From an optimization exercise on the open Yosys and OpenROAD flow, aimed at small area, a short achievable clock period and few clock cycles per item; shortcuts taken in it are not production practice.
Only simulation tests tie the RTL to the original design; equivalence was not proved.
Power is estimated from default activity; no workload was simulated.

<file path="flow/design.v">
package lsn_pkg;
  localparam int CMD_W    = 2;
  localparam int IDX_W    = 4;
  localparam int SAMPLE_W = 12;
  localparam int LEVEL_W  = 10;
  localparam int COUNT_W  = 16;
  localparam int SAMPLE_MAX = 4095;
  localparam int FULL_SCALE = 1000;
  localparam int HALF_SCALE = FULL_SCALE / 2;
  localparam int NUM_W = SAMPLE_W + LEVEL_W;
  localparam int SENSOR_COUNT_DEF = 13;
  localparam int CFG_IDX_W  = 1;
  localparam int CFG_DATA_W = 12;
  localparam logic [SAMPLE_W-1:0] MIN_SPAN_RST  = SAMPLE_W'(100);
  localparam logic [LEVEL_W-1:0]  THRESHOLD_RST = LEVEL_W'(600);
  localparam logic [CMD_W-1:0] CMD_CALIBRATE  = 2'd0;
  localparam logic [CMD_W-1:0] CMD_MEASURE    = 2'd1;
  localparam logic [CMD_W-1:0] CMD_RESET_CAL  = 2'd2;
  localparam logic [CMD_W-1:0] CMD_RESET_MARK = 2'd3;
  localparam logic [1:0] LV_ZERO = 2'd0;
  localparam logic [1:0] LV_HALF = 2'd1;
  localparam logic [1:0] LV_FULL = 2'd2;
  localparam logic [1:0] LV_DIV  = 2'd3;
endpackage
import lsn_pkg::*;
module line_sensor_calibrate_normalize_marker_unit #(
  parameter int SENSOR_COUNT = lsn_pkg::SENSOR_COUNT_DEF
) (
  input  logic                          clk,
  input  logic                          rst,
  input  logic                          cfg_we,
  input  logic [lsn_pkg::CFG_IDX_W-1:0]  cfg_index,
  input  logic [lsn_pkg::CFG_DATA_W-1:0] cfg_data,
  input  logic                          in_valid,
  output logic                          in_ready,
  input  logic [lsn_pkg::CMD_W-1:0]     in_command,
  input  logic [lsn_pkg::IDX_W-1:0]     in_sensor_index,
  input  logic [lsn_pkg::SAMPLE_W-1:0]  in_raw_sample,
  output logic                          out_valid,
  input  logic                          out_ready,
  output logic [lsn_pkg::LEVEL_W-1:0]   out_normalized,
  output logic                          out_on_marker,
  output logic                          out_marker_edge,
  output logic [lsn_pkg::COUNT_W-1:0]   out_left_markers,
  output logic [lsn_pkg::COUNT_W-1:0]   out_right_markers
);
  localparam logic [4:0] REG_AFTER = 5'b11111;
  localparam bit REG_PRE = 1'b1;
  logic adv;         
  logic sk_v;        
  logic rdy;         
  assign adv      = !sk_v;
  assign in_ready = rdy;
  logic [SAMPLE_W-1:0] min_span;
  logic [LEVEL_W-1:0]  mark_level;
  always_ff @(posedge clk) begin
    if (rst) begin
      min_span   <= MIN_SPAN_RST;
      mark_level <= THRESHOLD_RST;
    end else if (cfg_we) begin
      if (cfg_index == 1'b0) min_span <= cfg_data[SAMPLE_W-1:0];
      else                   mark_level <= cfg_data[LEVEL_W-1:0];
    end
  end
  logic [SAMPLE_W-1:0] cal_max [SENSOR_COUNT];
  logic [SAMPLE_W-1:0] cal_min [SENSOR_COUNT];
  logic [SENSOR_COUNT-1:0] cal_set;
  logic                    s0_v;
  logic [CMD_W-1:0]        s0_cmd;
  logic [IDX_W-1:0]        s0_idx;
  logic [SENSOR_COUNT-1:0] s0_oh;
  logic                    s0_rng;
  logic [SAMPLE_W-1:0]     s0_s;
  logic [SAMPLE_W-1:0]     s0_hi, s0_lo;
  logic                    s0_set;
  logic [SENSOR_COUNT-1:0] in_oh;
  logic [SAMPLE_W-1:0]     rd_hi, rd_lo;
  logic                    rd_set;
  logic [SAMPLE_W-1:0]     nx_hi, nx_lo;
  logic                    wr_cal, rs_cal;
  logic                    upd_hi, upd_lo;
  logic                    same;
  always_comb begin
    for (int i = 0; i < SENSOR_COUNT; i++) in_oh[i] = (in_sensor_index == IDX_W'(i));
  end
  always_comb begin
    rd_hi  = '0;
    rd_lo  = '0;
    rd_set = 1'b0;
    for (int i = 0; i < SENSOR_COUNT; i++) begin
      rd_hi  = rd_hi  | (cal_max[i] & {SAMPLE_W{in_oh[i]}});
      rd_lo  = rd_lo  | (cal_min[i] & {SAMPLE_W{in_oh[i]}});
      rd_set = rd_set | (cal_set[i] & in_oh[i]);
    end
  end
  assign wr_cal = s0_v && (s0_cmd == CMD_CALIBRATE);
  assign rs_cal = s0_v && (s0_cmd == CMD_RESET_CAL);
  assign upd_hi = !s0_set || (s0_s > s0_hi);
  assign upd_lo = !s0_set || (s0_s < s0_lo);
  assign nx_hi  = upd_hi ? s0_s : s0_hi;
  assign nx_lo  = upd_lo ? s0_s : s0_lo;
  assign same   = s0_rng && (in_sensor_index == s0_idx);
  always_comb begin
    for (int i = 0; i < SENSOR_COUNT; i++) s0_oh[i] = (s0_idx == IDX_W'(i));
  end
  always_ff @(posedge clk) begin
    if (rst)      s0_v <= 1'b0;
    else if (adv) s0_v <= in_valid;
  end
  always_ff @(posedge clk) begin
    if (adv) begin
      s0_cmd <= in_command;
      s0_idx <= in_sensor_index;
      s0_rng <= in_sensor_index < IDX_W'(SENSOR_COUNT);
      s0_s   <= in_raw_sample;
      if (wr_cal && same) begin
        s0_hi  <= nx_hi;
        s0_lo  <= nx_lo;
        s0_set <= 1'b1;
      end else begin
        s0_hi  <= rd_hi;
        s0_lo  <= rd_lo;
        s0_set <= rd_set && !rs_cal;
      end
    end
  end
  always_ff @(posedge clk) begin
    for (int i = 0; i < SENSOR_COUNT; i++) begin
      if (wr_cal && s0_oh[i] && upd_hi) cal_max[i] <= s0_s;
      if (wr_cal && s0_oh[i] && upd_lo) cal_min[i] <= s0_s;
    end
  end
  always_ff @(posedge clk) begin
    for (int i = 0; i < SENSOR_COUNT; i++) begin
      if (rst || rs_cal)            cal_set[i] <= 1'b0;
      else if (wr_cal && s0_oh[i])  cal_set[i] <= 1'b1;
    end
  end
  logic in_rng;
  logic [SAMPLE_W-1:0] hi, lo;
  logic set;
  assign in_rng = s0_rng;
  assign hi     = s0_hi;
  assign lo     = s0_lo;
  assign set    = s0_set;
  logic                s1_v, s1_meas, s1_l, s1_r, s1_rm;
  logic                s1_set, s1_le, s1_ge;
  logic [SAMPLE_W-1:0] s1_d, s1_span;
  always_ff @(posedge clk) begin
    if (rst)      s1_v <= 1'b0;
    else if (adv) s1_v <= s0_v;
  end
  always_ff @(posedge clk) begin
    if (adv) begin
      s1_meas <= (s0_cmd == CMD_MEASURE) && in_rng;
      s1_l    <= (s0_cmd == CMD_MEASURE) && s0_oh[0];
      s1_r    <= (s0_cmd == CMD_MEASURE) && s0_oh[SENSOR_COUNT-1];
      s1_rm   <= (s0_cmd == CMD_RESET_MARK);
      s1_set  <= set;
      s1_le   <= s0_s <= lo;
      s1_ge   <= s0_s >= hi;
      s1_d    <= s0_s - lo;
      s1_span <= hi - lo;
    end
  end
  localparam int ST_W = 6 + SAMPLE_W + SAMPLE_W + (SAMPLE_W + 2) + LEVEL_W;
  localparam int NSTEP = LEVEL_W / 2;
  logic             narrow;
  logic [NUM_W-1:0] numer;
  logic [1:0]       mode;
  assign narrow = !s1_set || (s1_span == '0) || (s1_span < min_span);
  assign numer  = {s1_d, 10'd0} - {5'd0, s1_d, 5'd0} + {7'd0, s1_d, 3'd0};
  always_comb begin
    if (!s1_meas)    mode = LV_ZERO;
    else if (narrow) mode = LV_HALF;
    else if (s1_le)  mode = LV_ZERO;
    else if (s1_ge)  mode = LV_FULL;
    else             mode = LV_DIV;
  end
  logic [NSTEP:0][ST_W-1:0] st_in;
  logic [ST_W-1:0]          pre;
  assign pre = {s1_v, s1_l, s1_r, s1_rm, mode, numer[NUM_W-1:LEVEL_W], s1_span,
                (SAMPLE_W+2)'(s1_span) + {1'b0, s1_span, 1'b0}, numer[LEVEL_W-1:0]};
  if (REG_PRE) begin : g_pre
    logic            qv;
    logic [ST_W-2:0] qd;
    always_ff @(posedge clk) begin
      if (rst)      qv <= 1'b0;
      else if (adv) qv <= pre[ST_W-1];
    end
    always_ff @(posedge clk) begin
      if (adv) qd <= pre[ST_W-2:0];
    end
    assign st_in[0] = {qv, qd};
  end else begin : g_nopre
    assign st_in[0] = pre;
  end
  for (genvar i = 0; i < NSTEP - 1; i++) begin : g_step
    logic [5:0]          c;
    logic [SAMPLE_W-1:0] r_i, d_i;
    logic [SAMPLE_W+1:0] d3_i;
    logic [LEVEL_W-1:0]  n_i;
    logic [SAMPLE_W+1:0] t;
    logic [SAMPLE_W+2:0] t1, t2, t3;
    logic [1:0]          qb;
    logic [SAMPLE_W-1:0] r_o;
    logic [ST_W-1:0]     o;
    assign {c, r_i, d_i, d3_i, n_i} = st_in[i];
    assign t  = {r_i, n_i[LEVEL_W-1 -: 2]};
    assign t1 = {1'b0, t} - {3'b000, d_i};
    assign t2 = {1'b0, t} - {2'b00, d_i, 1'b0};
    assign t3 = {1'b0, t} - {1'b0, d3_i};
    always_comb begin
      if (!t3[SAMPLE_W+2]) begin
        qb  = 2'd3;
        r_o = t3[SAMPLE_W-1:0];
      end else if (!t2[SAMPLE_W+2]) begin
        qb  = 2'd2;
        r_o = t2[SAMPLE_W-1:0];
      end else if (!t1[SAMPLE_W+2]) begin
        qb  = 2'd1;
        r_o = t1[SAMPLE_W-1:0];
      end else begin
        qb  = 2'd0;
        r_o = t[SAMPLE_W-1:0];
      end
    end
    assign o = {c, r_o, d_i, d3_i, n_i[LEVEL_W-3:0], qb};
    if (REG_AFTER[i]) begin : g_reg
      logic            qv;
      logic [ST_W-2:0] qd;
      always_ff @(posedge clk) begin
        if (rst)      qv <= 1'b0;
        else if (adv) qv <= o[ST_W-1];
      end
      always_ff @(posedge clk) begin
        if (adv) qd <= o[ST_W-2:0];
      end
      assign st_in[i+1] = {qv, qd};
    end else begin : g_wire
      assign st_in[i+1] = o;
    end
  end
  logic [5:0]          fc;
  logic [SAMPLE_W-1:0] fr, fd;
  logic [SAMPLE_W+1:0] fd3;
  logic [LEVEL_W-1:0]  fn;
  logic [SAMPLE_W+1:0] ft;
  logic [SAMPLE_W+2:0] ft1, ft2, ft3;
  logic [1:0]          fqb;
  logic                f_on;
  assign {fc, fr, fd, fd3, fn} = st_in[NSTEP-1];
  assign ft  = {fr, fn[LEVEL_W-1 -: 2]};
  assign ft1 = {1'b0, ft} - {3'b000, fd};
  assign ft2 = {1'b0, ft} - {2'b00, fd, 1'b0};
  assign ft3 = {1'b0, ft} - {1'b0, fd3};
  always_comb begin
    if (!ft3[SAMPLE_W+2])      fqb = 2'd3;
    else if (!ft2[SAMPLE_W+2]) fqb = 2'd2;
    else if (!ft1[SAMPLE_W+2]) fqb = 2'd1;
    else                       fqb = 2'd0;
  end
  logic f_side, f_hgt, f_heq, f_lgt, f_early, f_late;
  assign f_side = fc[4] || fc[3];
  assign f_hgt  = fn[LEVEL_W-3:0] > mark_level[LEVEL_W-1:2];
  assign f_heq  = fn[LEVEL_W-3:0] == mark_level[LEVEL_W-1:2];
  always_comb begin
    unique case (mark_level[1:0])
      2'd0: f_lgt = !ft1[SAMPLE_W+2];
      2'd1: f_lgt = !ft2[SAMPLE_W+2];
      2'd2: f_lgt = !ft3[SAMPLE_W+2];
      default: f_lgt = 1'b0;
    endcase
  end
  always_comb begin
    unique case (fc[1:0])
      LV_ZERO: f_early = 1'b0;
      LV_HALF: f_early = (mark_level < LEVEL_W'(HALF_SCALE));
      LV_FULL: f_early = (mark_level < LEVEL_W'(FULL_SCALE));
      default: f_early = f_hgt;
    endcase
    f_early = f_early && f_side;
    f_late  = f_side && (fc[1:0] == LV_DIV) && f_heq;
  end
  assign f_on = f_early || (f_late && f_lgt);
  logic               last_v, last_l, last_r, last_rm, last_on;
  logic [1:0]         last_mode;
  logic [LEVEL_W-1:0] last_q;
  logic [LEVEL_W-1:0] last_level;
  always_ff @(posedge clk) begin
    if (rst)      last_v <= 1'b0;
    else if (adv) last_v <= fc[5];
  end
  always_ff @(posedge clk) begin
    if (adv) begin
      {last_l, last_r, last_rm, last_mode} <= fc[4:0];
      last_on <= f_on;
      last_q  <= {fn[LEVEL_W-3:0], fqb};
    end
  end
  always_comb begin
    unique case (last_mode)
      LV_ZERO: last_level = '0;
      LV_HALF: last_level = LEVEL_W'(HALF_SCALE);
      LV_FULL: last_level = LEVEL_W'(FULL_SCALE);
      default: last_level = last_q;
    endcase
  end
  logic               sk_l, sk_r, sk_rm, sk_on;
  logic [LEVEL_W-1:0] sk_level;
  logic               o_free;
  logic               take_v, take_l, take_r, take_rm, take_on;
  logic [LEVEL_W-1:0] take_level;
  assign o_free = !out_valid || out_ready;
  always_comb begin
    if (sk_v) begin
      take_v     = 1'b1;
      take_l     = sk_l;
      take_r     = sk_r;
      take_rm    = sk_rm;
      take_on    = sk_on;
      take_level = sk_level;
    end else begin
      take_v     = last_v;
      take_l     = last_l;
      take_r     = last_r;
      take_rm    = last_rm;
      take_on    = last_on;
      take_level = last_level;
    end
  end
  logic sk_v_nx;
  always_comb begin
    sk_v_nx = sk_v;
    if (sk_v) begin
      if (o_free) sk_v_nx = 1'b0;
    end else if (last_v && !o_free) begin
      sk_v_nx = 1'b1;
    end
  end
  always_ff @(posedge clk) begin
    if (rst) begin
      sk_v <= 1'b0;
      rdy  <= 1'b1;
    end else begin
      sk_v <= sk_v_nx;
      rdy  <= !sk_v_nx;
    end
  end
  always_ff @(posedge clk) begin
    if (!sk_v) begin
      sk_l     <= last_l;
      sk_r     <= last_r;
      sk_rm    <= last_rm;
      sk_on    <= last_on;
      sk_level <= last_level;
    end
  end
  logic               on;
  logic               l_prev, r_prev;
  logic [COUNT_W-1:0] l_cnt, r_cnt;
  logic               res_on, res_edge;
  logic [LEVEL_W-1:0] res_level;
  logic               res_v;
  logic               commit;
  assign commit = o_free && take_v;
  assign on     = take_on;
  always_ff @(posedge clk) begin
    if (rst) begin
      res_v <= 1'b0;
    end else if (o_free) begin
      res_v <= take_v;
    end
  end
  always_ff @(posedge clk) begin
    if (commit) begin
      res_level <= take_level;
      res_on    <= on;
      res_edge  <= on && ((take_l && !l_prev) || (take_r && !r_prev));
    end
  end
  always_ff @(posedge clk) begin
    if (rst) begin
      l_prev <= 1'b0;
      r_prev <= 1'b0;
      l_cnt  <= '0;
      r_cnt  <= '0;
    end else if (commit) begin
      if (take_rm) begin
        l_prev <= 1'b0;
        r_prev <= 1'b0;
        l_cnt  <= '0;
        r_cnt  <= '0;
      end else if (take_l) begin
        l_prev <= on;
        if (on && !l_prev) l_cnt <= l_cnt + 1'b1;
      end else if (take_r) begin
        r_prev <= on;
        if (on && !r_prev) r_cnt <= r_cnt + 1'b1;
      end
    end
  end
  assign out_valid         = res_v;
  assign out_normalized    = res_level;
  assign out_on_marker     = res_on;
  assign out_marker_edge   = res_edge;
  assign out_left_markers  = l_cnt;
  assign out_right_markers = r_cnt;
endmodule
</file>
<file path="flow/flow/run.sh">
#!/bin/bash
# Standard ORFS layout (the standard.sh, unchanged synthesis, floorplan,
# power grid, placement, CTS and routing) with two repair settings changed:
#  - MATCH_CELL_FOOTPRINT=0, so repair may resize the port buffers and other
#    cells to a different footprint (detailed placement runs after each repair).
# Full tool output goes to flow_make.log here; ORFS keeps per-step logs under
# orfs/logs.
set -euo pipefail
bash standard.sh SETUP_SLACK_MARGIN=5.9 MATCH_CELL_FOOTPRINT=0 finish > flow_make.log 2>&1
</file>
<file path="flow/standard.sh">
#!/bin/bash
# synth_recipe.tcl (not shown) runs the flow's synth.tcl, then flattens the netlist and writes it again
# the make line also repeats each setting of config.mk as NAME=value (left out here)
make -C /OpenROAD-flow-scripts/flow DESIGN_CONFIG=/design/flow/config.mk WORK_HOME=/design/flow/orfs CLKGATE_MAP_FILE= SYNTH_SCRIPT=/design/flow/synth_recipe.tcl "${@:-finish}"
</file>
<file path="flow/config.mk">
export PLATFORM = sky130hd
export DESIGN_NAME = line_sensor_calibrate_normalize_marker_unit
export DESIGN_NICKNAME = line_sensor_calibrate_normalize_marker_unit
export VERILOG_FILES = /design/flow/design.v
export SDC_FILE = /design/flow/constraint.sdc
export NUM_CORES = 4
export LEC_CHECK = 0
export ABC_CLOCK_PERIOD_IN_PS = 3000
export CAP_MARGIN = 20
export CORE_MARGIN = 2
export CORE_UTILIZATION = 50
export CTS_BUF_LIST = sky130_fd_sc_hd__clkbuf_16
export CTS_CLUSTER_DIAMETER = 110
export CTS_CLUSTER_SIZE = 28
export PLACE_DENSITY = 0.7
export SLEW_MARGIN = 20
export TNS_END_PERCENT = 100
</file>
<file path="flow/constraint.sdc">
create_clock -name core_clock -period 9.0 [get_ports {clk}]
set_input_delay 1.8000 -clock core_clock [delete_from_list [all_inputs] [get_ports {clk}]]
set_output_delay 1.8000 -clock core_clock [all_outputs]
set_load 0.01 [all_outputs]
</file>
==> impl_results.rst, run 1 <==
.. list-table::
   :header-rows: 1

   * - Metric
     - Value
   * - Number of H-tree levels
     - 2
   * - Outcome
     - finished clean
   * - Number of instances in the synthesized netlist
     - 3120
   * - Number of buffers inserted for hold repair after clock tree synthesis
     - 0
   * - Tot GR Track Use
     - 23.44%
   * - Share of post-route cells with drive strength above 1
     - 10.95%
   * - Site row count
     - 100
   * - Logic gate share of total power
     - 53.1%
   * - Yosys warns
     - 3
   * - Final estimated routing congestion in global placement
     - about 0.9
   * - Ratio of total power to cell area
     - approximately 360 nW/um^2
   * - Number of antenna diodes
     - 0
   * - Clock-pin slew reported for the worst setup and hold paths after clock tree synthesis
     - 110 ps
   * - Cell chosen for the clock root
     - sky130_fd_sc_hd__clkbuf_16
   * - Overall power of the completed layout
     - 15300 uW
   * - Post-synth EDFFs
     - 661
   * - Area of the multi-input gates
     - 15570 um^2
   * - Startpoint class of the critical path
     - primary input
   * - Yosys top cell area share
     - 52.59%
   * - Total routed wirelength
     - 93960 um
   * - Final worst clock skew
     - 36.24 ps
   * - Reg-to-reg startpoint
     - s0_s[0]$_DFFE_PN_
   * - Leading cell type in the layout, fill and taps excluded
     - sky130_fd_sc_hd__edfxtp_1
   * - Hold Path Origin
     - g_step[2].g_reg.qd[48]$_DFFE_PN_
   * - Height of the die
     - 278.8 um
   * - Iteration-0 DRC Markers
     - 2617
   * - Synth Flop Type
     - sky130_fd_sc_hd__edfxtp_1
   * - Number of antenna violations at the first check in global routing
     - 1
   * - Hold slack
     - 417.2 ps
   * - DR vias/cell
     - ~6.0
   * - Number of remaining DRC errors
     - 0
   * - Total clock sinks
     - roughly 760
   * - Area grow syn2layout
     - 13.41%
   * - Number of buffers added by the clock tree synthesis step
     - 34
   * - Antenna-violating nets left
     - 0
   * - Post-Syn Nets
     - 3459
   * - Classification of the worst-slack hold path
     - reg2reg
   * - I/O pin cnt
     - 82
   * - Maximum frequency from static timing analysis
     - 317.2 MHz
   * - Post-synthesis instance area
     - approximately 38000 um^2
   * - Max stage delay cell, worst path
     - sky130_fd_sc_hd__a222oi_1
   * - Clock power frac
     - a little under an eighth
   * - Max Transition Viols Final
     - 0
   * - Clock latency on the worst-skew pair
     - 630 ps
   * - Worst slack at placement
     - between 4000 and 5000 ps
   * - Largest voltage drop on the vdd net
     - 201.9 uV
   * - Setup repair after global routing missed its margin
     - no
   * - Flop and latch count out of synthesis
     - 755
   * - DR pass1 iterations
     - 9
   * - Routed vias
     - 25841
   * - Top cell type by total area after synthesis
     - sky130_fd_sc_hd__edfxtp_1
   * - Sequential area share after synthesis
     - 57.57%
   * - Critical-path maximum fanout
     - 25
   * - HPWL after DPL
     - slightly above 60000 um
   * - Final hold violation count
     - 0
   * - TritonCTS clock tree
     - built
   * - Classification of the worst setup path
     - in2reg
   * - Leading cell types in the layout, fill and taps excluded
     - 661 x sky130_fd_sc_hd__edfxtp_1, 279 x sky130_fd_sc_hd__ha_1, 258 x sky130_fd_sc_hd__inv_1, 199 x sky130_fd_sc_hd__nor2_1, 192 x sky130_fd_sc_hd__nand2_1
   * - Initial core utilization
     - 50.61%
   * - Storage element area
     - 21770 um^2
   * - Type of element capturing the critical path
     - flip-flop
   * - Placeable core region
     - approximately 75000 um^2
   * - Residual overflow from global routing
     - 0
   * - Net count reported at finish
     - 3646
   * - Synth top area cells
     - sky130_fd_sc_hd__edfxtp_1 53%, sky130_fd_sc_hd__ha_1 9.4%, sky130_fd_sc_hd__dfxtp_1 5.0%
   * - Total negative slack
     - 0 ps
   * - Proportion of register bits with asynchronous set or reset after synthesis
     - 0%
   * - Number of buffers inserted by port buffering
     - slightly above 80
   * - First-pass GRT wire length
     - 141700 um
   * - Cell leakage power
     - 0.01707 uW
   * - DIE WIDTH
     - 278.8 um
   * - Sw Pwr
     - 6114 uW
   * - Number of global-route vias before repair
     - 25119
   * - Final count of negative-setup-slack endpoints
     - 0
   * - Critical path launch point
     - in_sensor_index[0]
   * - Cell Chain, Critical Path
     - clkbuf_4, nand2b_4, nor3_4, buf_4, a222oi_1, nand3_1, nor2_1, a31oi_1
   * - Switching share of total power
     - approximately two fifths
   * - Maximum number of pins on one net before global-route repair
     - 218
   * - Distinct cell type count after synthesis
     - 83
   * - Maximum cell stage delay along the critical path
     - 480 ps
   * - Die outline area
     - between 70000 and 80000 um^2
   * - Mean post-synth cell area
     - roughly 12 um^2
   * - Share of the cycle needed by the critical path after routing
     - between 30% and 40%
   * - Share of total power in sequential cells
     - between 30% and 40%
   * - Post-detailed-route wirelength per cell
     - 21.89 um
   * - Data required, critical path
     - 9340 ps
   * - Number of cells after detailed placement
     - 4138
   * - Number of buffers on the longest clock path
     - 3
   * - PnR worst setup slack
     - 5847 ps
   * - Worst path arrival time
     - 3490 ps
   * - Post-layout minimum cycle time
     - 3153 ps
   * - Internal power
     - around 9000 uW
   * - Number of inserted filler cells in the final layout
     - ~5800
   * - Slew of the pin with the lowest slew margin
     - 1102 ps
   * - Non-Filler Instances
     - about 4300
   * - Relative max-transition margin
     - 26.51%
   * - Number of max-capacitance violations reported
     - 0
cell type report:
type | count | share of cell area (%)
clock buffers | 34 | 1.988
repair buffers | 215 | 5.326
repair inverters | 1 | 0.01169
clock inverters | 19 | 0.3975
well taps | 969 | 2.832
inverters | 252 | 2.227
multi-input cells | 2048 | 36.37
flip-flops and latches | 755 | 50.85
state kept, by name, indices dropped and copies added (netlist names), 4 cells and up:
signal	flops
s0_idx	4
cal_max	156
last_q	10
min_span	12
r_cnt	16
sk_level	10
cal_set	13
s1_d	12
g_pre.qd	49
s0_lo	12
s0_hi	12
s0_s	12
g_step.g_reg.qd	197
res_level	10
s1_span	12
l_cnt	16
g_step.g_reg.qv	4
cal_min	156
mark_level	10
power by group through the flow:
stage	sequential, uW	combinational, uW	clock (uW)
floorplan	5160	6040	0
global placement	5460	7220	0
detailed placement	5470	7490	0
CTS	5370	7780	1840
global route	5450	9050	1950
finish	5370	8130	1800
worst max-delay path: cells and delay by family:
kind	cells	cell delay [ps]
AO/OA/AOI/OAI	2	600
buffers and inverters	2	500
AND/OR/NAND/NOR	4	550
kinds of logic (layout without fill, tap and decap cells):
kind of cell	after synthesis	after routing	synth area share, %
fa+ha+maj	303	303	10.44
flops	755	755	57.57
mux	55	55	1.522
xor+xnor	158	158	3.666
buf+inv	324	521	3.318
simple gates	763	769	9.726
compound gates	762	763	13.75
metal layers:
metal	wire length, um	up-vias	track usage [%]
met4	3235	0	8.037
met5	0	-	0
li1	-	12008	-
met3	8301	175	4.200
met1	38260	12574	31.31
met2	44160	1084	38.69
metrics by stage:
step	cell area, um^2	utilization [%]
6_report	42800	57.40
5_1_grt	42800	57.40
4_1_cts	42210	56.60
3_5_place_dp	40160	53.85
3_3_place_gp	40160	53.85
2_1_floorplan	38270	-
cell usage after synthesis (all sizes together), types with 55 or more instances:
cell,count
a21oi,169
a22oi,100
dfxtp,94
edfxtp,661
ha,283
inv,252
nand2,193
nor2,231
nor2b,62
nor3,55
o21ai,150
xnor2,97
xor2,61
repair_timing:
| action | CTS | global route |
|---|---|---|
| pin swaps | 31 | 20 |
| gates cloned | 8 | 6 |
| setup endpoints to repair | 557 | 484 |
| gates resized for setup | 126 | 69 |
| buffers inserted | 54 | 34 |
worst paths after layout:
| check | cells past startpoint | to | slack, ps |
|---|---|---|---|
| worst max register to register | 12 | cal_min[10][11]$_DFFE_PP_ | 5960 |
| worst max-delay path | 8 | s0_lo[0]$_DFFE_PP_ | 5850 |
| worst min-delay path | 0 | g_step[3].g_reg.qd[48]$_DFFE_PN_ | 420 |
| worst min register to register | 0 | g_step[3].g_reg.qd[48]$_DFFE_PN_ | 420 |
Testbench counts, summed over its fixed seeds: cycles 4,648, items 4,576.
==> run 2, diff against run 1 <==
--- a/flow/flow/run.sh
+++ b/flow/flow/run.sh
@@ -7,3 +7,3 @@
 # orfs/logs.
 set -euo pipefail
-bash standard.sh SETUP_SLACK_MARGIN=5.9 MATCH_CELL_FOOTPRINT=0 finish > flow_make.log 2>&1
+bash standard.sh SETUP_SLACK_MARGIN=6.6 MATCH_CELL_FOOTPRINT=0 finish > flow_make.log 2>&1
--- a/flow/config.mk
+++ b/flow/config.mk
@@ -11,7 +11,7 @@
 export CORE_UTILIZATION = 50
 export CTS_BUF_LIST = sky130_fd_sc_hd__clkbuf_16
-export CTS_CLUSTER_DIAMETER = 110
-export CTS_CLUSTER_SIZE = 28
+export CTS_CLUSTER_DIAMETER = 100
+export CTS_CLUSTER_SIZE = 24
 export PLACE_DENSITY = 0.7
 export SLEW_MARGIN = 20
-export TNS_END_PERCENT = 100
+export TNS_END_PERCENT = 0
==> run 2 against run 1 <==
Against the previous run:
- still clean on timing, DRC and antenna
- area after synthesis is the same
- wire length shrank 4.9%
- die area is the same
- largest cell class unchanged
==> impl_results.rst, run 2 <==
.. list-table::
   :header-rows: 1

   * - Metric
     - Value
   * - Outcome
     - finished clean
   * - Worst slack at placement
     - 4338 ps (+95.21 ps)
   * - Antenna-violating nets left
     - 0 (unchanged)
   * - Sw Pwr
     - 6161 uW (+0.76%)
   * - Post-synthesis instance area
     - 37740 um^2 (unchanged)
   * - Mean post-synth cell area
     - 12.10 um^2 (unchanged)
   * - Synth top area cells
     - sky130_fd_sc_hd__edfxtp_1 53%, sky130_fd_sc_hd__ha_1 9.4%, sky130_fd_sc_hd__dfxtp_1 5.0%
   * - Clock power frac
     - 12.3% (+0.5 points)
   * - Residual overflow from global routing
     - 0 (unchanged)
   * - Share of total power in sequential cells
     - 34.7% (-0.4 points)
   * - Leading cell type in the layout, fill and taps excluded
     - sky130_fd_sc_hd__edfxtp_1
   * - Final estimated routing congestion in global placement
     - 0.9137 (+1.1%)
   * - Number of max-capacitance violations reported
     - 0 (unchanged)
   * - Setup repair after global routing missed its margin
     - yes
   * - Tot GR Track Use
     - 22.65% (-0.79 points)
   * - Top cell type by total area after synthesis
     - sky130_fd_sc_hd__edfxtp_1
   * - Number of inserted filler cells in the final layout
     - 5855 (+0.39%)
   * - Hold slack
     - 419.8 ps (+2.617 ps)
   * - Layout Utilization
     - 56.86% (-0.54 points)
   * - Max FFs per register
     - 197 (unchanged)
   * - Number of remaining DRC errors
     - 0 (unchanged)
   * - Total clock sinks
     - 755 (unchanged)
   * - Area of the multi-input gates
     - 15320 um^2 (-1.6%)
   * - Classification of the worst setup path
     - in2reg
   * - Clock latency on the worst-skew pair
     - 620 ps (about the same)
   * - Final count of negative-setup-slack endpoints
     - 0 (unchanged)
   * - Switching share of total power
     - 39.83% (-0.12 points)
   * - Sequential area share after synthesis
     - 57.57% (unchanged)
   * - Net count reported at finish
     - 3628 (-0.49%)
   * - Number of instances in the synthesized netlist
     - 3120 (unchanged)
   * - Placeable core region
     - 74570 um^2 (unchanged)
   * - Number of buffers inserted for hold repair after clock tree synthesis
     - 0 (unchanged)
   * - Number of buffers on the longest clock path
     - 3 (unchanged)
   * - Iteration-0 DRC Markers
     - 2296 (-12%)
   * - Largest voltage drop on the vdd net
     - 225.8 uV (+12%)
   * - Max Transition Viols Final
     - 0 (unchanged)
   * - PnR worst setup slack
     - 5936 ps (+89.08 ps)
   * - Largest regs
     - g_step.g_reg.qd (197), cal_max (156), cal_min (156)
   * - Share of post-route cells with drive strength above 1
     - 9.915% (-1.0 points)
   * - Type of element capturing the critical path
     - flip-flop
   * - Final hold violation count
     - 0 (unchanged)
   * - Slew of the pin with the lowest slew margin
     - 924.8 ps (-177.6 ps)
   * - Maximum number of pins on one net before global-route repair
     - 86 (-61%)
   * - Worst path arrival time
     - 3400 ps (-90 ps)
   * - Number of buffers added by the clock tree synthesis step
     - 39 (+15%)
   * - DIE WIDTH
     - 278.8 um (unchanged)
   * - Total negative slack
     - 0 ps (unchanged)
   * - Cell chosen for the clock root
     - sky130_fd_sc_hd__clkbuf_16
   * - Reg-to-reg startpoint
     - s0_s[0]$_DFFE_PN_
   * - Post-Syn Nets
     - 3459 (unchanged)
   * - Most instantiated library cell after synthesis
     - sky130_fd_sc_hd__edfxtp_1
   * - Clock-pin slew reported for the worst setup and hold paths after clock tree synthesis
     - 90 ps (-20 ps)
   * - Number of buffers inserted by port buffering
     - 81 (unchanged)
   * - Number of global-route vias before repair
     - 25249 (+0.52%)
   * - Startpoint class of the critical path
     - primary input
   * - Initial core utilization
     - 50.61% (unchanged)
   * - Maximum frequency from static timing analysis
     - 326.4 MHz (+2.9%)
   * - Total routed wirelength
     - 89320 um (-4.9%)
   * - Flop and latch count out of synthesis
     - 755 (unchanged)
   * - Critical path launch point
     - in_sensor_index[1]
   * - I/O pin cnt
     - 82 (unchanged)
   * - Leading cell types in the layout, fill and taps excluded
     - 661 x sky130_fd_sc_hd__edfxtp_1, 280 x sky130_fd_sc_hd__ha_1, 258 x sky130_fd_sc_hd__inv_1, 217 x sky130_fd_sc_hd__nor2_1, 193 x sky130_fd_sc_hd__nand2_1
   * - First-pass GRT wire length
     - 139000 um (-1.9%)
   * - TritonCTS clock tree
     - built
   * - Hold Path Origin
     - g_step[2].g_reg.qd[3]$_DFFE_PN_
   * - Height of the die
     - 278.8 um (unchanged)
   * - Number of H-tree levels
     - 2 (unchanged)
   * - Synth Flop Type
     - sky130_fd_sc_hd__edfxtp_1
   * - Internal power
     - 9307 uW (+1.3%)
   * - Post-layout minimum cycle time
     - 3064 ps (-89.08 ps)
   * - Critical-path maximum fanout
     - 33 (+32%)
   * - Ratio of total power to cell area
     - 364.8 nW/um^2 (+2.0%)
   * - Area grow syn2layout
     - 12.34%
   * - Storage element area
     - 21760 um^2 (about the same)
   * - Classification of the worst-slack hold path
     - reg2reg
   * - DR pass1 iterations
     - 6 (-3)
   * - Overall power of the completed layout
     - 15470 uW (+1.1%)
   * - Cell leakage power
     - 0.01693 uW (-0.83%)
   * - DR vias/cell
     - 5.952 (-1.1%)
   * - Final worst clock skew
     - 43.61 ps (+7.377 ps)
   * - Register with the most flip-flops
     - g_step.g_reg.qd
   * - Site row count
     - 100 (unchanged)
   * - Yosys warns
     - 3 (unchanged)
   * - Logic gate share of total power
     - 53.0% (about the same)
   * - Yosys top cell area share
     - 52.59% (unchanged)
   * - Data required, critical path
     - 9340 ps (about the same)
   * - Post-detailed-route wirelength per cell
     - 20.87 um (-4.6%)
   * - Number of antenna violations at the first check in global routing
     - 1 (unchanged)
   * - Proportion of register bits with asynchronous set or reset after synthesis
     - 0% (unchanged)
   * - HPWL after DPL
     - 61390 um (-0.79%)
   * - Top post-synthesis cells by count
     - 661 x sky130_fd_sc_hd__edfxtp_1, 283 x sky130_fd_sc_hd__ha_1, 252 x sky130_fd_sc_hd__inv_1
   * - Routed vias
     - 25468 (-1.4%)
   * - Die outline area
     - 77700 um^2 (unchanged)
   * - Relative max-transition margin
     - 37.87% (+11 points)
   * - Distinct cell type count after synthesis
     - 83 (unchanged)
   * - Post-synth EDFFs
     - 661 (unchanged)
   * - Share of the cycle needed by the critical path after routing
     - 34.04% (-0.99 points)
run 2: worst paths after layout:
path	endpoint	slack [ps]	cells past startpoint
worst min register to register	g_step[3].g_reg.qd[5]$_DFFE_PN_	420	0
worst min-delay path	g_step[3].g_reg.qd[5]$_DFFE_PN_	420	0
worst max-delay path	s0_lo[2]$_DFFE_PP_	5940	8
worst max register to register	cal_min[6][2]$_DFFE_PP_	5980	13
run 2: kinds of logic (layout without fill, tap and decap cells):
family | after synthesis | after routing | share of synthesized area (%)
and+or+nand+nor | 763 | 764 | 9.726
AOI/OAI and AO/OA | 762 | 763 | 13.75
DFF | 755 | 755 | 57.57
buffers and inverters | 324 | 510 | 3.318
adders and majority gates | 303 | 303 | 10.44
xor gates and xnor gates | 158 | 158 | 3.666
muxes | 55 | 55 | 1.522
other | 0 | 2 | 0
run 2: power groups by stage:
stage                     combinational, uW  sequential (uW)  clock, uW
final                                  8190             5370       1910
after global routing                   9150             5440       2070
after CTS                              7850             5370       1960
after detailed placement               7540             5450          0
after global placement                 7250             5430          0
after floorplan                        6030             5160          0
run 2: critical path: stages:
cell                         delay (ps)
sky130_fd_sc_hd__clkbuf_2           220
sky130_fd_sc_hd__xor2_1             220
sky130_fd_sc_hd__nor4_1              70
sky130_fd_sc_hd__nand3_1            140
sky130_fd_sc_hd__buf_12             220
sky130_fd_sc_hd__clkinvlp_4         220
sky130_fd_sc_hd__a21oi_4            300
sky130_fd_sc_hd__buf_6              190
run 2: routing by layer:
metal	up-vias	part of all wire (%)	global-route usage (%)
met5	-	0	0
met4	0	2.7	6.948
met3	137	6.9	2.602
met2	896	49	38.88
met1	12463	41	30.23
li1	11972	-	-
run 2: cell type report:
| cell class | count | area share, % |
|---|---|---|
| flip-flops and latches | 755 | 51.32 |
| multi-input cells | 2043 | 36.13 |
| repair buffers | 197 | 4.704 |
| well taps | 969 | 2.859 |
| clock buffers | 39 | 2.302 |
| inverters | 252 | 2.249 |
| clock inverters | 21 | 0.4161 |
| repair inverters | 1 | 0.01180 |
| diodes | 2 | 0.01180 |
run 2: timing repair:
| action | 4_1_cts | 5_1_grt |
|---|---|---|
| pin swaps | 23 | 22 |
| gates cloned | 3 | 4 |
| buffers inserted | 32 | 23 |
| endpoints found under the setup margin | 842 | 718 |
| gates resized for setup | 169 | 44 |
run 2: metrics by stage:
step	std cells	instance area [um^2]
floorplan	3120	37770
global placement	4154	39950
detailed placement	4155	39950
CTS	4250	41950
global route	4277	42400
finish	4279	42400
==> run 3, diff against run 2 <==
--- a/flow/flow/run.sh
+++ b/flow/flow/run.sh
@@ -7,3 +7,3 @@
 # orfs/logs.
 set -euo pipefail
-bash standard.sh SETUP_SLACK_MARGIN=6.6 MATCH_CELL_FOOTPRINT=0 finish > flow_make.log 2>&1
+bash standard.sh SETUP_SLACK_MARGIN=6.1 MATCH_CELL_FOOTPRINT=0 finish > flow_make.log 2>&1
==> run 3 against run 2 <==
Against the previous run:
- clock skew barely moved
- still clean
- critical path type unchanged
- sequential power hardly changed
- synthesized cell count unchanged
- wire length is essentially flat
- worst setup slack worse by 19 ps
- combinational power shrank 0.9%
- area after synthesis unchanged
==> impl_results.rst, run 3 <==
.. list-table::
   :header-rows: 1

   * - Metric
     - Value
   * - Startpoint class of the critical path
     - primary input
   * - Sequential area share after synthesis
     - 57.57% (unchanged)
   * - Worst hold endpoint
     - g_step[3].g_reg.qd[5]$_DFFE_PN_
   * - Post-synth EDFFs
     - 661 (unchanged)
   * - Relative max-transition margin
     - 32.33% (-5.5 points)
   * - Proportion of register bits with asynchronous set or reset after synthesis
     - 0% (unchanged)
   * - Worst R2R Setup Slack
     - 5940 ps (-40 ps)
   * - Maximum cell stage delay along the critical path
     - 290 ps (about the same)
   * - Cell Chain, Critical Path
     - clkbuf_2, xor2_1, nor4_1, nand3_1, buf_8, clkinvlp_4, a21oi_4, buf_6
   * - Largest voltage drop on the vdd net
     - 222.8 uV (-1.3%)
   * - Placeable core region
     - 74570 um^2 (unchanged)
   * - HPWL after DPL
     - 61390 um (unchanged)
   * - Max stage delay cell, worst path
     - sky130_fd_sc_hd__a21oi_4
   * - Most instantiated library cell after synthesis
     - sky130_fd_sc_hd__edfxtp_1
   * - FF-to-FF End
     - cal_max[11][4]$_DFFE_PP_
   * - Flop and latch count out of synthesis
     - 755 (unchanged)
   * - Share of the cycle needed by the critical path after routing
     - 34.26% (+0.21 points)
   * - Buffer and inverter count on the worst path
     - 4 (unchanged)
   * - Number of antenna violations at the first check in global routing
     - 1 (unchanged)
   * - Initial core utilization
     - 50.61% (unchanged)
   * - Storage element area
     - 21760 um^2 (about the same)
   * - Outcome
     - finished clean
   * - Post-synthesis instance area
     - 37740 um^2 (unchanged)
   * - Cell chosen for the clock root
     - sky130_fd_sc_hd__clkbuf_16
   * - Number of max-capacitance violations reported
     - 0 (unchanged)
   * - Yosys top cell area share
     - 52.59% (unchanged)
   * - Worst slack at placement
     - 4338 ps (unchanged)
   * - Total routed wirelength
     - 89300 um (about the same)
   * - Setup repair after global routing missed its margin
     - yes
   * - Number of buffers inserted by port buffering
     - 81 (unchanged)
   * - Top cell type by total area after synthesis
     - sky130_fd_sc_hd__edfxtp_1
   * - Top post-synthesis cells by count
     - 661 x sky130_fd_sc_hd__edfxtp_1, 283 x sky130_fd_sc_hd__ha_1, 252 x sky130_fd_sc_hd__inv_1
   * - Synth Flop Type
     - sky130_fd_sc_hd__edfxtp_1
   * - Post-detailed-route wirelength per cell
     - 20.88 um (about the same)
   * - Final worst clock skew
     - 44.10 ps (+0.4836 ps)
   * - Total negative slack
     - 0 ps (unchanged)
   * - Cell count of the worst reg-to-reg path
     - 5 (-8)
   * - Number of global-route vias before repair
     - 25216 (-0.13%)
   * - Number of instances in the synthesized netlist
     - 3120 (unchanged)
   * - Iteration-0 DRC Markers
     - 2236 (-2.6%)
   * - Max Transition Viols Final
     - 0 (unchanged)
   * - Number of buffers added by the clock tree synthesis step
     - 39 (unchanged)
   * - Maximum frequency from static timing analysis
     - 324.3 MHz (-0.62%)
   * - Worst path arrival time
     - 3420 ps (+20 ps)
   * - Routed vias
     - 25464 (-0.016%)
   * - Antenna-violating nets left
     - 0 (unchanged)
   * - Synth top area cells
     - sky130_fd_sc_hd__edfxtp_1 53%, sky130_fd_sc_hd__ha_1 9.4%, sky130_fd_sc_hd__dfxtp_1 5.0%
   * - Number of inserted filler cells in the final layout
     - 5859 (+0.068%)
   * - Leading cell type in the layout, fill and taps excluded
     - sky130_fd_sc_hd__edfxtp_1
   * - Residual overflow from global routing
     - 0 (unchanged)
   * - DR pass1 iterations
     - 5 (-1)
   * - Leading cell types in the layout, fill and taps excluded
     - 661 x sky130_fd_sc_hd__edfxtp_1, 280 x sky130_fd_sc_hd__ha_1, 258 x sky130_fd_sc_hd__inv_1, 217 x sky130_fd_sc_hd__nor2_1, 193 x sky130_fd_sc_hd__nand2_1
   * - Die outline area
     - 77700 um^2 (unchanged)
   * - Tot GR Track Use
     - 22.64% (about the same)
   * - Final count of negative-setup-slack endpoints
     - 0 (unchanged)
   * - Clock latency on the worst-skew pair
     - 630 ps (about the same)
   * - Yosys warns
     - 3 (unchanged)
   * - DR vias/cell
     - 5.954 (about the same)
   * - Register with the most flip-flops
     - g_step.g_reg.qd
   * - Classification of the worst setup path
     - in2reg
   * - Worst hold path cell count
     - 0 (unchanged)
   * - Family of cells with the greatest summed delay on the critical path
     - buffers and inverters
   * - Reg-to-reg startpoint
     - s0_cmd[1]$_DFFE_PN_
   * - Mean post-synth cell area
     - 12.10 um^2 (unchanged)
   * - TritonCTS clock tree
     - built
   * - Net count reported at finish
     - 3627 (-0.028%)
   * - DIE WIDTH
     - 278.8 um (unchanged)
   * - Final estimated routing congestion in global placement
     - 0.9137 (unchanged)
   * - Distinct cell type count after synthesis
     - 83 (unchanged)
   * - Critical-path maximum fanout
     - 33 (unchanged)
   * - Number of buffers on the longest clock path
     - 3 (unchanged)
   * - Clock-pin slew reported for the worst setup and hold paths after clock tree synthesis
     - 100 ps (about the same)
   * - Hold Path Origin
     - g_step[2].g_reg.qd[3]$_DFFE_PN_
   * - Overall power of the completed layout
     - 15400 uW (-0.43%)
   * - Slew of the pin with the lowest slew margin
     - 1013 ps (+88.06 ps)
   * - Number of H-tree levels
     - 2 (unchanged)
   * - Post-layout minimum cycle time
     - 3083 ps (+19.16 ps)
   * - Final hold violation count
     - 0 (unchanged)
   * - Height of the die
     - 278.8 um (unchanged)
   * - Data required, critical path
     - 9340 ps (about the same)
   * - Share of post-route cells with drive strength above 1
     - 9.646% (-0.27 points)
   * - Post-Syn Nets
     - 3459 (unchanged)
   * - Area of the multi-input gates
     - 15270 um^2 (-0.31%)
   * - I/O pin cnt
     - 82 (unchanged)
   * - Type of element capturing the critical path
     - flip-flop
   * - First-pass GRT wire length
     - 139000 um (about the same)
   * - Ratio of total power to cell area
     - 363.8 nW/um^2 (-0.27%)
   * - Site row count
     - 100 (unchanged)
   * - Max FFs per register
     - 197 (unchanged)
   * - Cell leakage power
     - 0.01692 uW (about the same)
   * - Number of remaining DRC errors
     - 0 (unchanged)
   * - PnR worst setup slack
     - 5917 ps (-19.16 ps)
   * - Total clock sinks
     - 755 (unchanged)
   * - Area grow syn2layout
     - 12.16%
   * - Classification of the worst-slack hold path
     - reg2reg
   * - Maximum number of pins on one net before global-route repair
     - 86 (unchanged)
   * - Largest regs
     - g_step.g_reg.qd (197), cal_max (156), cal_min (156)
-- run 3: power breakdown --
part | leakage, uW | internal (uW) | switching, uW | total (uW)
Combinational | 0.00902 | 3650 | 4470 | 8120
Clock | 0.000597 | 815 | 1100 | 1910
Sequential | 0.00730 | 4800 | 566 | 5370
Total | 0.0169 | 9270 | 6130 | 15400
-- run 3: how the worst max path moves through the flow --
| stage | slack (ps) | cells past startpoint | start | to |
|---|---|---|---|---|
| after CTS | 5960 | 1 | res_level[9]$_DFFE_PP_ | out_normalized[9] |
| after floorplan | 3220 | 4 | sk_v$_SDFF_PP0_ | g_pre.qd[11]$_DFFE_PN_ |
| after global placement | 4160 | 7 | in_sensor_index[0] | s0_lo[3]$_DFFE_PP_ |
| after detailed placement | 4340 | 8 | in_sensor_index[3] | s0_lo[5]$_DFFE_PP_ |
| after global routing | 5790 | 8 | in_sensor_index[1] | s0_lo[7]$_DFFE_PP_ |
| final | 5920 | 8 | in_sensor_index[1] | s0_lo[2]$_DFFE_PP_ |
-- run 3: timing repair --
item | CTS | global route
resized for setup | 160 | 41
hold buffers | 0 | 0
setup endpoints to repair | 648 | 550
cloned | 3 | 4
buffers inserted | 31 | 23
pin swaps | 23 | 20
-- run 3: cells by family after synthesis --
| family | after synthesis | synth area share [%] |
|---|---|---|
| AO/OA/AOI/OAI | 762 | 13.75 |
| multiplexers | 55 | 1.522 |
| adder cells (fa/ha/maj) | 303 | 10.44 |
| flip-flops | 755 | 57.57 |
| AND/OR/NAND/NOR | 763 | 9.726 |
| buffers and inverters | 324 | 3.318 |
| XOR/XNOR | 158 | 3.666 |
-- run 3: cell type report --
class                   instances  share of cell area [%]
inverters                     252                   2.252
repair buffers                196                   4.670
flip-flops and latches        755                   51.40
multi-input cells            2043                   36.07
clock buffers                  39                   2.305
clock inverters                21                  0.4167
repair inverters                1                 0.01182
diodes                          1                0.005911
well taps                     969                   2.864
-- run 3: per-layer routing --
| layer | up-vias | wire length [um] | track usage, % |
|---|---|---|---|
| li1 | 11963 | - | - |
| met3 | 147 | 6246 | 2.602 |
| met5 | - | 0 | 0 |
| met2 | 921 | 43750 | 38.92 |
| met1 | 12433 | 36730 | 30.23 |
| met4 | 0 | 2572 | 6.824 |
-- run 3: metrics by stage --
stage | util, % | hold slack (ps) | cells | area, um^2
after floorplan | - | 400.3 | 3120 | 37770
after global placement | 53.57 | 403.7 | 4154 | 39950
after detailed placement | 53.58 | 404.5 | 4155 | 39950
after CTS | 56.21 | 424.2 | 4249 | 41920
after global routing | 56.77 | 429.4 | 4276 | 42330
final | 56.77 | 417.1 | 4277 | 42330
==> run 4, diff against run 3 <==
--- a/flow/flow/run.sh
+++ b/flow/flow/run.sh
@@ -7,3 +7,3 @@
 # orfs/logs.
 set -euo pipefail
-bash standard.sh SETUP_SLACK_MARGIN=6.1 MATCH_CELL_FOOTPRINT=0 finish > flow_make.log 2>&1
+bash standard.sh SETUP_SLACK_MARGIN=6.3 MATCH_CELL_FOOTPRINT=0 finish > flow_make.log 2>&1
==> run 4 against run 3 <==
Against the previous run:
- clock power is essentially flat
- clock skew is essentially flat
- still clean on timing, DRC and antenna
- highest routed layer unchanged
- non-clock buffer count grew 1
- worst setup slack gained 19 ps
- sequential cell count is the same
- first-iteration DRC count grew 2.7%
- critical endpoint unchanged
- critical path type unchanged
- total power grew 0.43%
- area after synthesis is the same
- largest power group unchanged
==> impl_results.rst, run 4 <==
.. list-table::
   :header-rows: 1

   * - Metric
     - Value
   * - Outcome
     - finished clean
   * - Final worst clock skew
     - 43.61 ps (-0.4836 ps)
   * - Number of buffers inserted by port buffering
     - 81 (unchanged)
   * - I/O pin cnt
     - 82 (unchanged)
   * - Number of antenna violations at the first check in global routing
     - 1 (unchanged)
   * - Relative max-transition margin
     - 37.87% (+5.5 points)
   * - Post-detailed-route wirelength per cell
     - 20.87 um (about the same)
   * - Distinct cell type count after synthesis
     - 83 (unchanged)
   * - HPWL after DPL
     - 61390 um (unchanged)
   * - Iteration-0 DRC Markers
     - 2296 (+2.7%)
   * - Share of total power in sequential cells
     - 34.7% (-0.2 points)
   * - Number of buffers on the longest clock path
     - 3 (unchanged)
   * - Max Transition Viols Final
     - 0 (unchanged)
   * - Antenna-violating nets left
     - 0 (unchanged)
   * - Worst path arrival time
     - 3400 ps (-20 ps)
   * - Yosys top cell area share
     - 52.59% (unchanged)
   * - Height of the die
     - 278.8 um (unchanged)
   * - Switching share of total power
     - 39.83% (about the same)
   * - Sequential area share after synthesis
     - 57.57% (unchanged)
   * - Area grow syn2layout
     - 12.34%
   * - Top cell type by total area after synthesis
     - sky130_fd_sc_hd__edfxtp_1
   * - Number of buffers inserted for hold repair after clock tree synthesis
     - 0 (unchanged)
   * - Largest regs
     - g_step.g_reg.qd (197), cal_max (156), cal_min (156)
   * - Proportion of register bits with asynchronous set or reset after synthesis
     - 0% (unchanged)
   * - Number of inserted filler cells in the final layout
     - 5855 (-0.068%)
   * - Ratio of total power to cell area
     - 364.8 nW/um^2 (+0.27%)
   * - Cell count of the worst reg-to-reg path
     - 13 (+8)
   * - Share of the cycle needed by the critical path after routing
     - 34.04% (-0.21 points)
   * - Logic gate share of total power
     - 53.0% (+0.3 points)
   * - Clock latency on the worst-skew pair
     - 620 ps (about the same)
   * - Final hold violation count
     - 0 (unchanged)
   * - Number of buffers added by the clock tree synthesis step
     - 39 (unchanged)
   * - DR vias/cell
     - 5.952 (about the same)
   * - Initial core utilization
     - 50.61% (unchanged)
   * - Slew of the pin with the lowest slew margin
     - 924.8 ps (-88.06 ps)
   * - Leading cell types in the layout, fill and taps excluded
     - 661 x sky130_fd_sc_hd__edfxtp_1, 280 x sky130_fd_sc_hd__ha_1, 258 x sky130_fd_sc_hd__inv_1, 217 x sky130_fd_sc_hd__nor2_1, 193 x sky130_fd_sc_hd__nand2_1
   * - Cell leakage power
     - 0.01693 uW (about the same)
   * - Net count reported at finish
     - 3628 (+0.028%)
   * - Number of H-tree levels
     - 2 (unchanged)
   * - Max FFs per register
     - 197 (unchanged)
   * - Placeable core region
     - 74570 um^2 (unchanged)
   * - Number of remaining DRC errors
     - 0 (unchanged)
   * - Type of element capturing the critical path
     - flip-flop
   * - Post-synth EDFFs
     - 661 (unchanged)
   * - Maximum number of pins on one net before global-route repair
     - 86 (unchanged)
   * - Flop and latch count out of synthesis
     - 755 (unchanged)
   * - Leading cell type in the layout, fill and taps excluded
     - sky130_fd_sc_hd__edfxtp_1
   * - Top post-synthesis cells by count
     - 661 x sky130_fd_sc_hd__edfxtp_1, 283 x sky130_fd_sc_hd__ha_1, 252 x sky130_fd_sc_hd__inv_1
   * - Residual overflow from global routing
     - 0 (unchanged)
   * - Final estimated routing congestion in global placement
     - 0.9137 (unchanged)
   * - Cell chosen for the clock root
     - sky130_fd_sc_hd__clkbuf_16
   * - FF-to-FF End
     - cal_min[6][2]$_DFFE_PP_
   * - Post-synthesis instance area
     - 37740 um^2 (unchanged)
   * - Reg-to-reg startpoint
     - s0_s[0]$_DFFE_PN_
   * - Hold slack
     - 419.8 ps (+2.775 ps)
   * - Share of post-route cells with drive strength above 1
     - 9.915% (+0.27 points)
   * - Worst hold path cell count
     - 0 (unchanged)
   * - Mean post-synth cell area
     - 12.10 um^2 (unchanged)
   * - Post-Syn Nets
     - 3459 (unchanged)
   * - Die outline area
     - 77700 um^2 (unchanged)
   * - Clock power frac
     - 12.3% (about the same)
   * - Total routed wirelength
     - 89320 um (about the same)
   * - DIE WIDTH
     - 278.8 um (unchanged)
   * - Number of global-route vias before repair
     - 25249 (+0.13%)
   * - Clock-pin slew reported for the worst setup and hold paths after clock tree synthesis
     - 90 ps (about the same)
   * - Startpoint class of the critical path
     - primary input
   * - Sw Pwr
     - 6161 uW (+0.51%)
   * - Routed vias
     - 25468 (+0.016%)
   * - Synth Flop Type
     - sky130_fd_sc_hd__edfxtp_1
   * - Register with the most flip-flops
     - g_step.g_reg.qd
   * - Internal power
     - 9307 uW (+0.38%)
   * - Classification of the worst setup path
     - in2reg
   * - Synth top area cells
     - sky130_fd_sc_hd__edfxtp_1 53%, sky130_fd_sc_hd__ha_1 9.4%, sky130_fd_sc_hd__dfxtp_1 5.0%
   * - Worst hold endpoint
     - g_step[3].g_reg.qd[5]$_DFFE_PN_
   * - Post-layout minimum cycle time
     - 3064 ps (-19.16 ps)
   * - First-pass GRT wire length
     - 139000 um (about the same)
   * - Largest voltage drop on the vdd net
     - 225.8 uV (+1.3%)
   * - DR pass1 iterations
     - 6 (+1)
   * - Total clock sinks
     - 755 (unchanged)
   * - Hold Path Origin
     - g_step[2].g_reg.qd[3]$_DFFE_PN_
   * - Tot GR Track Use
     - 22.65% (about the same)
   * - Critical-path maximum fanout
     - 33 (unchanged)
   * - Maximum frequency from static timing analysis
     - 326.4 MHz (+0.63%)
   * - Most instantiated library cell after synthesis
     - sky130_fd_sc_hd__edfxtp_1
   * - Data required, critical path
     - 9340 ps (about the same)
   * - Setup repair after global routing missed its margin
     - yes
   * - Number of instances in the synthesized netlist
     - 3120 (unchanged)
   * - Final count of negative-setup-slack endpoints
     - 0 (unchanged)
   * - Yosys warns
     - 3 (unchanged)
   * - Classification of the worst-slack hold path
     - reg2reg
   * - Site row count
     - 100 (unchanged)
   * - TritonCTS clock tree
     - built
   * - Worst R2R Setup Slack
     - 5980 ps (+40 ps)
   * - Total negative slack
     - 0 ps (unchanged)
   * - Number of max-capacitance violations reported
     - 0 (unchanged)
## run 4: changes by cell type in the layout (fill, tap and decap cells not counted), sizes merged
cell / change
buf: +1
clkbuf: +1
diode: +1
dlymetal6s2s: -1
## run 4: cells by family after synthesis
| group | Yosys count | share of synthesized area, % |
|---|---|---|
| fa+ha+maj | 303 | 10.44 |
| mux | 55 | 1.522 |
| compound gates | 762 | 13.75 |
| xor+xnor | 158 | 3.666 |
| simple gates | 763 | 9.726 |
| buf+inv | 324 | 3.318 |
| flops | 755 | 57.57 |
## run 4: how the worst max path moves through the flow
stage / endpoint / cells after the start / startpoint
6_report: s0_lo[2]$_DFFE_PP_ / 8 / in_sensor_index[1]
5_1_grt: s0_lo[7]$_DFFE_PP_ / 8 / in_sensor_index[1]
4_1_cts: g_step[0].g_reg.qd[39]$_DFFE_PN_ / 12 / g_pre.qd[24]$_DFFE_PN_
3_5_place_dp: s0_lo[5]$_DFFE_PP_ / 8 / in_sensor_index[3]
3_3_place_gp: s0_lo[3]$_DFFE_PP_ / 7 / in_sensor_index[0]
2_1_floorplan: g_pre.qd[11]$_DFFE_PN_ / 4 / sk_v$_SDFF_PP0_
## run 4: power groups by stage
stage | clock, uW | combinational, uW | sequential (uW)
floorplan | 0 | 6030 | 5160
global placement | 0 | 7250 | 5430
CTS | 1960 | 7850 | 5370
detailed placement | 0 | 7540 | 5450
global route | 2070 | 9150 | 5440
finish | 1910 | 8190 | 5370
## run 4: final cells by class
type	count	area [um^2]	area share [%]
Antenna cell	2	5.005	0.01180
Clock buffer	39	975.9	2.302
Clock inverter	21	176.4	0.4161
Inverter	252	953.4	2.249
Multi-Input combinational cell	2043	15320	36.13
Sequential cell	755	21760	51.32
Tap cell	969	1212	2.859
Timing Repair Buffer	197	1994	4.704
Timing Repair inverter	1	5.005	0.01180
## run 4: worst max-delay path, cell delays in order
cell and delay [ps]:
sky130_fd_sc_hd__clkbuf_2 220, sky130_fd_sc_hd__xor2_1 220, sky130_fd_sc_hd__nor4_1 70, sky130_fd_sc_hd__nand3_1 140, sky130_fd_sc_hd__buf_12 220, sky130_fd_sc_hd__clkinvlp_4 220, sky130_fd_sc_hd__a21oi_4 300, sky130_fd_sc_hd__buf_6 190
## run 4: through the flow
step | cell area, um^2 | utilization [%] | setup slack [ps] | power (uW) | cells
floorplan | 37770 | - | 3220 | 11180 | 3120
global placement | 39950 | 53.57 | 4158 | 12690 | 4154
detailed placement | 39950 | 53.58 | 4338 | 12990 | 4155
CTS | 41950 | 56.25 | 5970 | 15170 | 4250
global route | 42400 | 56.85 | 5802 | 16660 | 4277
finish | 42400 | 56.86 | 5936 | 15470 | 4279
## run 4: timing repair
| action | in CTS | in global routing |
|---|---|---|
| setup buffers | 32 | 23 |
| endpoints found under the setup margin | 684 | 601 |
| gates cloned | 3 | 4 |
| gates resized for setup | 169 | 44 |
| pin swaps | 23 | 22 |
## run 4: routing by layer
| layer | track usage (%) | share of wire (%) | vias to the layer above |
|---|---|---|---|
| met5 | 0 | 0 | - |
| met2 | 38.88 | 49 | 896 |
| li1 | - | - | 11972 |
| met3 | 2.602 | 6.9 | 137 |
| met4 | 6.948 | 2.7 | 0 |
| met1 | 30.23 | 41 | 12463 |

==> port drivers added, routing unchanged <==
No port has a modelled driver above. Below, the same layouts with a new extraction and two added sets of constraints.
Step 1 (the two cells are an assumption about what drives the block):
set clk [get_ports {clk}]
set_driving_cell -lib_cell sky130_fd_sc_hd__clkbuf_16 $clk
set_driving_cell -lib_cell sky130_fd_sc_hd__buf_2 [delete_from_list [all_inputs] $clk]
Step 2 adds t to the input delays and takes it off the output delays; t is the mean of the earliest and latest rising clock arrival at the registers after step 1. Input paths then give back, and output paths get back, about the clock's delay inside the block.
Slacks: ideal / step 1 / step 2; pairs: ideal / step 1.
run | shift t [ns] | setup WS [ns] | worst hold slack (ns) | worst setup path after step 2 | slew at the worst register clock pin (ns)
run 1 | 0.671 | 5.847 / 5.886 / 5.215 | 0.417 / 0.417 / 0.417 | input to register | 0.11 / 0.11
run 2 | 0.668 | 5.936 / 5.946 / 5.308 | 0.420 / 0.420 / 0.420 | input to register | 0.10 / 0.10
run 3 | 0.669 | 5.917 / 5.934 / 5.288 | 0.417 / 0.417 / 0.417 | input to register | 0.10 / 0.10
run 4 | 0.668 | 5.936 / 5.946 / 5.308 | 0.420 / 0.420 / 0.420 | input to register | 0.10 / 0.10
After both steps every run listed still meets setup and hold. The setup slack of run 1, which loses most, moves by +0.039 ns with the drivers and by -0.632 ns with both steps.
